This is an optimization exercise on Yosys and OpenROAD, whose aim is small area, a short achievable clock period and few clock cycles per item, not a production implementation. The RTL was checked by simulation tests, not by an equivalence proof against the original design. Power figures rest on the tool's default switching activity, not on a simulated workload.

## lru_ordered_history_set
module lru_ordered_history_set #(
    parameter int ENTRIES        = 16,
    parameter int FOOTPRINT_BITS = 64
) (
    input  logic                                 clk,
    input  logic                                 rst_n,
    input  logic                                 in_valid,
    output logic                                 in_stall,
    input  logic [1:0]                           cmd,
    input  logic [lohs_pkg::KEY_W-1:0]           offset_key,
    input  logic [lohs_pkg::KEY_W-1:0]           address_key,
    input  logic [lohs_pkg::FP_PORT_W-1:0]       entry_footprint,
    output logic                                 out_valid,
    input  logic                                 out_stall,
    output logic                                 hit,
    output logic [lohs_pkg::SLOT_PORT_W-1:0]     slot,
    output logic [lohs_pkg::FP_PORT_W-1:0]       found_footprint,
    output logic [lohs_pkg::FILL_PORT_W-1:0]     fill_count
);
Size: roughly 8300 cells after synthesis, about 270 I/O pins, ~140000 sq um of cells after synthesis.
==> flow/config.mk <==
export PLATFORM = sky130hd
export DESIGN_NAME = lru_ordered_history_set
export DESIGN_NICKNAME = lru_ordered_history_set
export VERILOG_FILES = /design/flow/design.v
export SDC_FILE = /design/flow/constraint.sdc
export NUM_CORES = 8
export LEC_CHECK = 0
export CAP_MARGIN = 20
export CORE_MARGIN = 2
export CORE_UTILIZATION = 55
export CTS_BUF_LIST = sky130_fd_sc_hd__clkbuf_16
export CTS_CLUSTER_DIAMETER = 90
export CTS_CLUSTER_SIZE = 30
export SETUP_SLACK_MARGIN = 5
export SLEW_MARGIN = 20
==> flow/constraint.sdc <==
create_clock -name core_clock -period 9.0 [get_ports {clk}]
set_input_delay 1.8000 -clock core_clock [delete_from_list [all_inputs] [get_ports {clk}]]
set_output_delay 1.8000 -clock core_clock [all_outputs]
set_load 0.01 [all_outputs]
standard.sh (not shown) runs the stock make flow with config.mk's settings and CLKGATE_MAP_FILE= SYNTH_SCRIPT=/design/flow/synth_recipe.tcl, a recipe that flattens the netlist after the stock synthesis.
==> flow/flow/run.sh <==
#!/bin/bash
set -euo pipefail
MARGIN=$(cat flow/margin.txt)
bash standard.sh SETUP_SLACK_MARGIN=$MARGIN "BUFFER_PORTS_ARGS=-buffer_cell sky130_fd_sc_hd__buf_4" finish > make_finish.log 2>&1
==> flow/flow/margin.txt <==
5.7
The first run ran to the end with violations: max-slew violations.
Testbench counts at the start, summed over its fixed seeds: cycles 32,024, items 32,000.
Change:
==> flow/flow/margin.txt (replaced) <==
5.5
CORE_UTILIZATION = 62   (was 55)
CTS_CLUSTER_DIAMETER = 80   (was 90)
CTS_CLUSTER_SIZE = 25   (was 30)
PLACE_DENSITY = 0.66   (was unset)
After rerunning:
- This time the run ran to the end with no violations
- area after synthesis stays the same
- routed wire length shrinks by 4.1%
- power grows by 0.38%
- via count grows by 0.40%
- setup slack gets worse by 0.20 ns
- first-iteration DRC count grows by 9.0%
- global-route usage grows by 3.2 points
- combinational power shrinks by about 2%
- core utilization grows by 7.3 points
- sequential power is about the same
- maximum frequency shrinks by 5.6%
Change:
==> flow/flow/run.sh (replaced) <==
#!/bin/bash
set -euo pipefail
MARGIN=$(cat flow/margin.txt)
ARGS=(SETUP_SLACK_MARGIN=$MARGIN "BUFFER_PORTS_ARGS=-buffer_cell sky130_fd_sc_hd__buf_4")
bash standard.sh "${ARGS[@]}" place > make_place.log 2>&1
ODB=$PWD/orfs/results/$FLOW_PLATFORM/lru_ordered_history_set/base/3_place.odb openroad -no_init -exit flow/out_regs.tcl > out_regs.log 2>&1
bash standard.sh "${ARGS[@]}" finish > make_finish.log 2>&1
==> flow/flow/margin.txt (replaced) <==
6.0
==> flow/flow/out_regs.tcl (new file) <==
# For each output port: move its buffer next to the pin and, when the
# buffer's input comes straight from a register with no other load, move that
# register next to it too; then legalize the placement.
read_db $::env(ODB)
set block [ord::get_db_block]
set core [$block getCoreArea]
set cx0 [expr [$core xMin] + 2000]; set cx1 [expr [$core xMax] - 12000]
set cy0 [expr [$core yMin] + 3000]; set cy1 [expr [$core yMax] - 3000]
proc clamp {v lo hi} { expr {$v < $lo ? $lo : ($v > $hi ? $hi : $v)} }
set moved 0
foreach bt [$block getBTerms] {
  if {[$bt getIoType] ne "OUTPUT"} { continue }
  set bb [$bt getBBox]
  set tx [clamp [expr ([$bb xMin] + [$bb xMax]) / 2] $cx0 $cx1]
  set ty [clamp [expr ([$bb yMin] + [$bb yMax]) / 2] $cy0 $cy1]
  set net [$bt getNet]
  foreach it [$net getITerms] {
    if {![$it isOutputSignal]} { continue }
    set buf [$it getInst]
    $buf setLocation $tx $ty
    incr moved
    foreach bi [$buf getITerms] {
      if {![$bi isInputSignal]} { continue }
      set n2 [$bi getNet]
      if {$n2 eq "NULL"} { continue }
      if {[llength [$n2 getITerms]] != 2} { continue }
      foreach it3 [$n2 getITerms] {
        if {![$it3 isOutputSignal]} { continue }
        set ff [$it3 getInst]
        set m [[$ff getMaster] getName]
        if {![string match "*__df*" $m] && ![string match "*__edf*" $m]} { continue }
        $ff setLocation $tx $ty
        incr moved
      }
    }
  }
}
puts "moved $moved cells"
detailed_placement
check_placement -verbose
write_db $::env(ODB)
GPL_TIMING_DRIVEN = 0   (was unset)
First-iteration DRC count climbs by 19%.
Area after synthesis does not change.
Final cell count climbs by 11%.
Hold slack is about the same.
Maximum frequency went down by 2.1%.
Clock skew is higher by 0.015 ns.
Synthesized cell count stays the same.
Wire length rose by 21%.
Change:
==> flow/flow/run.sh (replaced) <==
#!/bin/bash
set -euo pipefail
MARGIN=$(cat flow/margin.txt)
bash standard.sh SETUP_SLACK_MARGIN=$MARGIN "BUFFER_PORTS_ARGS=-buffer_cell sky130_fd_sc_hd__buf_4" finish > make_finish.log 2>&1
==> flow/flow/margin.txt (replaced) <==
5.9
GPL_TIMING_DRIVEN = unset   (was 0)
removed: flow/flow/out_regs.tcl
The new run finished with timing, DRC and antenna clean.
Wire length is lower by about 16%.
Design area is lower by about 13%.
Maximum frequency is higher by about 7%.
Utilization is lower by 10 points.
Worst hold slack gets better by 0.0032 ns.
Synthesized cell count does not change.
Non-clock buffer count is lower by 1246.
Sequential share of layout area is higher by 8.8 points.
Via count is lower by about 12%.
Count of clock-buffer cells in the layout is higher by 3.
First-iteration DRC count is lower by about 17%.

---

lru_ordered_history_set again, from the RTL that the note above started with.
==> flow/design.v (excerpt) <==
module lru_ordered_history_set #(
    parameter int ENTRIES        = 16,
    parameter int FOOTPRINT_BITS = 64
) (
    input  logic                                 clk,
    input  logic                                 rst_n,
    input  logic                                 in_valid,
    output logic                                 in_stall,
    input  logic [1:0]                           cmd,
    input  logic [lohs_pkg::KEY_W-1:0]           offset_key,
    input  logic [lohs_pkg::KEY_W-1:0]           address_key,
    input  logic [lohs_pkg::FP_PORT_W-1:0]       entry_footprint,
    output logic                                 out_valid,
    input  logic                                 out_stall,
    output logic                                 hit,
    output logic [lohs_pkg::SLOT_PORT_W-1:0]     slot,
    output logic [lohs_pkg::FP_PORT_W-1:0]       found_footprint,
    output logic [lohs_pkg::FILL_PORT_W-1:0]     fill_count
);
    localparam int SLOT_W  = (ENTRIES > 1) ? $clog2(ENTRIES) : 1;
    localparam int COUNT_W = $clog2(ENTRIES + 1);
    logic [ENTRIES-1:0]                      cell_wr;
    logic [ENTRIES-1:0]                      cell_eq_o;
    logic [ENTRIES-1:0]                      cell_eq_a;
    logic [ENTRIES-1:0][FOOTPRINT_BITS-1:0]  cell_fp;
    logic [lohs_pkg::KEY_W-1:0]              wr_okey;
    logic [lohs_pkg::KEY_W-1:0]              wr_akey;
    logic [FOOTPRINT_BITS-1:0]               wr_fp;
    lohs_ctrl #(
        .ENTRIES        (ENTRIES),
        .FOOTPRINT_BITS (FOOTPRINT_BITS),
        .SLOT_W         (SLOT_W),
        .COUNT_W        (COUNT_W)
    ) u_ctrl (
        .clk              (clk),
        .rst_n            (rst_n),
        .in_valid         (in_valid),
        .in_stall         (in_stall),
  ...
Settings: LEC_CHECK=0, CAP_MARGIN=20, CORE_MARGIN=2, CORE_UTILIZATION=62, CTS_BUF_LIST=sky130_fd_sc_hd__clkbuf_16, CTS_CLUSTER_DIAMETER=80, CTS_CLUSTER_SIZE=25, PLACE_DENSITY=0.66, SETUP_SLACK_MARGIN=5, SLEW_MARGIN=20; clock period 9.0 ns.
==> flow/flow/run.sh <==
#!/bin/bash
set -euo pipefail
MARGIN=$(cat flow/margin.txt)
bash standard.sh SETUP_SLACK_MARGIN=$MARGIN "BUFFER_PORTS_ARGS=-buffer_cell sky130_fd_sc_hd__buf_4" finish > make_finish.log 2>&1
==> flow/flow/margin.txt <==
6.1
The starting point passed the timing, design-rule and antenna checks.
Testbench counts at the start, summed over its fixed seeds: cycles 32,024, items 32,000.
Change:
==> flow/flow/run.sh (replaced) <==
#!/bin/bash
set -euo pipefail
MARGIN=$(cat flow/margin.txt)
ARGS=(SETUP_SLACK_MARGIN=$MARGIN "BUFFER_PORTS_ARGS=-buffer_cell sky130_fd_sc_hd__buf_4")
bash standard.sh "${ARGS[@]}" place > make_place.log 2>&1
ODB=$PWD/orfs/results/$FLOW_PLATFORM/lru_ordered_history_set/base/3_place.odb openroad -no_init -exit flow/out_regs.tcl > out_regs.log 2>&1
bash standard.sh "${ARGS[@]}" finish > make_finish.log 2>&1
==> flow/flow/margin.txt (replaced) <==
6.0
==> flow/flow/out_regs.tcl (new file) <==
# For each output port: move its buffer next to the pin and, when the
# buffer's input comes straight from a register with no other load, move that
# register next to it too; then legalize the placement.
read_db $::env(ODB)
set block [ord::get_db_block]
set core [$block getCoreArea]
set cx0 [expr [$core xMin] + 2000]; set cx1 [expr [$core xMax] - 12000]
set cy0 [expr [$core yMin] + 3000]; set cy1 [expr [$core yMax] - 3000]
proc clamp {v lo hi} { expr {$v < $lo ? $lo : ($v > $hi ? $hi : $v)} }
set moved 0
foreach bt [$block getBTerms] {
  if {[$bt getIoType] ne "OUTPUT"} { continue }
  set bb [$bt getBBox]
  set tx [clamp [expr ([$bb xMin] + [$bb xMax]) / 2] $cx0 $cx1]
  set ty [clamp [expr ([$bb yMin] + [$bb yMax]) / 2] $cy0 $cy1]
  set net [$bt getNet]
  foreach it [$net getITerms] {
    if {![$it isOutputSignal]} { continue }
    set buf [$it getInst]
    $buf setLocation $tx $ty
    incr moved
    foreach bi [$buf getITerms] {
      if {![$bi isInputSignal]} { continue }
      set n2 [$bi getNet]
      if {$n2 eq "NULL"} { continue }
      if {[llength [$n2 getITerms]] != 2} { continue }
      foreach it3 [$n2 getITerms] {
        if {![$it3 isOutputSignal]} { continue }
        set ff [$it3 getInst]
        set m [[$ff getMaster] getName]
        if {![string match "*__df*" $m] && ![string match "*__edf*" $m]} { continue }
        $ff setLocation $tx $ty
        incr moved
      }
    }
  }
}
puts "moved $moved cells"
detailed_placement
check_placement -verbose
write_db $::env(ODB)
--- a/flow/config.mk
+++ b/flow/config.mk
@@ -10 +10 @@
-export CORE_UTILIZATION = 62
+export CORE_UTILIZATION = 70
@@ -14 +14 @@
-export PLACE_DENSITY = 0.66
+export PLACE_DENSITY = 0.74
=>
- synthesized area does not change
- total power is lower by 1.8%
- register-to-register slack gets worse by 0.04 ns
- non-clock buffer count goes down by 281
- sequential power is about the same
- clock skew drops by 0.018 ns
- maximum frequency rises by 5.3%
- clock power goes down by 3.8%
Change:
==> flow/flow/run.sh (replaced) <==
#!/bin/bash
set -euo pipefail
MARGIN=$(cat flow/margin.txt)
bash standard.sh SETUP_SLACK_MARGIN=$MARGIN "BUFFER_PORTS_ARGS=-buffer_cell sky130_fd_sc_hd__buf_4" finish > make_finish.log 2>&1
==> flow/flow/margin.txt (replaced) <==
5.7
--- a/flow/config.mk
+++ b/flow/config.mk
@@ -10 +10 @@
-export CORE_UTILIZATION = 70
+export CORE_UTILIZATION = 62
@@ -14 +14 @@
-export PLACE_DENSITY = 0.74
+export PLACE_DENSITY = 0.66
removed: flow/flow/out_regs.tcl
Effect:
- The new run completed without violations
- count of clock-buffer cells in the layout is higher by 7
- sequential share of layout area increases by 0.83 points
- sequential power hardly moves
- utilization shrinks by 9.6 points
- synthesized cell count does not change
Change:
==> flow/flow/run.sh (replaced) <==
#!/bin/bash
set -euo pipefail
MARGIN=$(cat flow/margin.txt)
ARGS=(SETUP_SLACK_MARGIN=$MARGIN "BUFFER_PORTS_ARGS=-buffer_cell sky130_fd_sc_hd__buf_4")
bash standard.sh "${ARGS[@]}" place > make_place.log 2>&1
ODB=$PWD/orfs/results/$FLOW_PLATFORM/lru_ordered_history_set/base/3_place.odb openroad -no_init -exit flow/out_regs.tcl > out_regs.log 2>&1
bash standard.sh "${ARGS[@]}" finish > make_finish.log 2>&1
==> flow/flow/margin.txt (replaced) <==
6.0
==> flow/flow/out_regs.tcl (new file) <==
# For each output port: move its buffer next to the pin and, when the
# buffer's input comes straight from a register with no other load, move that
# register next to it too; then legalize the placement.
read_db $::env(ODB)
set block [ord::get_db_block]
set core [$block getCoreArea]
set cx0 [expr [$core xMin] + 2000]; set cx1 [expr [$core xMax] - 12000]
set cy0 [expr [$core yMin] + 3000]; set cy1 [expr [$core yMax] - 3000]
proc clamp {v lo hi} { expr {$v < $lo ? $lo : ($v > $hi ? $hi : $v)} }
set moved 0
foreach bt [$block getBTerms] {
  if {[$bt getIoType] ne "OUTPUT"} { continue }
  set bb [$bt getBBox]
  set tx [clamp [expr ([$bb xMin] + [$bb xMax]) / 2] $cx0 $cx1]
  set ty [clamp [expr ([$bb yMin] + [$bb yMax]) / 2] $cy0 $cy1]
  set net [$bt getNet]
  foreach it [$net getITerms] {
    if {![$it isOutputSignal]} { continue }
    set buf [$it getInst]
    $buf setLocation $tx $ty
    incr moved
    foreach bi [$buf getITerms] {
      if {![$bi isInputSignal]} { continue }
      set n2 [$bi getNet]
      if {$n2 eq "NULL"} { continue }
      if {[llength [$n2 getITerms]] != 2} { continue }
      foreach it3 [$n2 getITerms] {
        if {![$it3 isOutputSignal]} { continue }
        set ff [$it3 getInst]
        set m [[$ff getMaster] getName]
        if {![string match "*__df*" $m] && ![string match "*__edf*" $m]} { continue }
        $ff setLocation $tx $ty
        incr moved
      }
    }
  }
}
puts "moved $moved cells"
detailed_placement
check_placement -verbose
write_db $::env(ODB)
Final area came out higher by about 1.8%.
Wire length came out higher by 2.2%.
Clock skew is lower by 0.0087 ns.
Sequential share of layout area came out lower by 1.2 points.

static timing again, ports no longer ideal:
No port has a modelled driver above. Below, the same layouts with a new extraction and two added sets of constraints.
Step 1 (the two cells are an assumption about what drives the block):
set clk [get_ports {clk}]
set_driving_cell -lib_cell sky130_fd_sc_hd__clkbuf_16 $clk
set_driving_cell -lib_cell sky130_fd_sc_hd__buf_2 [delete_from_list [all_inputs] $clk]
Step 2 times the ports against the registers' clock, not the clock port: input delays grow and output delays shrink by t, the midpoint of the rising clock arrivals with the driver on.
Slacks: ideal ports / drivers / drivers and shift; pairs: ideal ports / drivers.
run	t (ns)	setup WS [ns]	slew at the worst register clock pin (ns)
the first run of note 1	0.958	5.557 / 5.470 / 4.605	0.12 / 0.12
the second run of note 1	0.984	5.353 / 5.408 / 4.452	0.11 / 0.11
the third run of note 1	1.000	5.275 / 5.333 / 4.333	0.11 / 0.11
the fourth run of note 1	0.993	5.519 / 5.406 / 4.700	0.10 / 0.10
the first run of note 2	0.986	5.522 / 5.418 / 4.888	0.11 / 0.11
the second run of note 2	0.984	5.697 / 5.595 / 4.846	0.11 / 0.11
the third run of note 2	0.989	5.514 / 5.423 / 4.525	0.11 / 0.11
the fourth run of note 2	0.990	5.748 / 5.634 / 4.839	0.11 / 0.11
For the third run of note 2, which loses most, drivers alone change the setup slack by -0.091 ns; drivers and shift together by -0.989 ns.
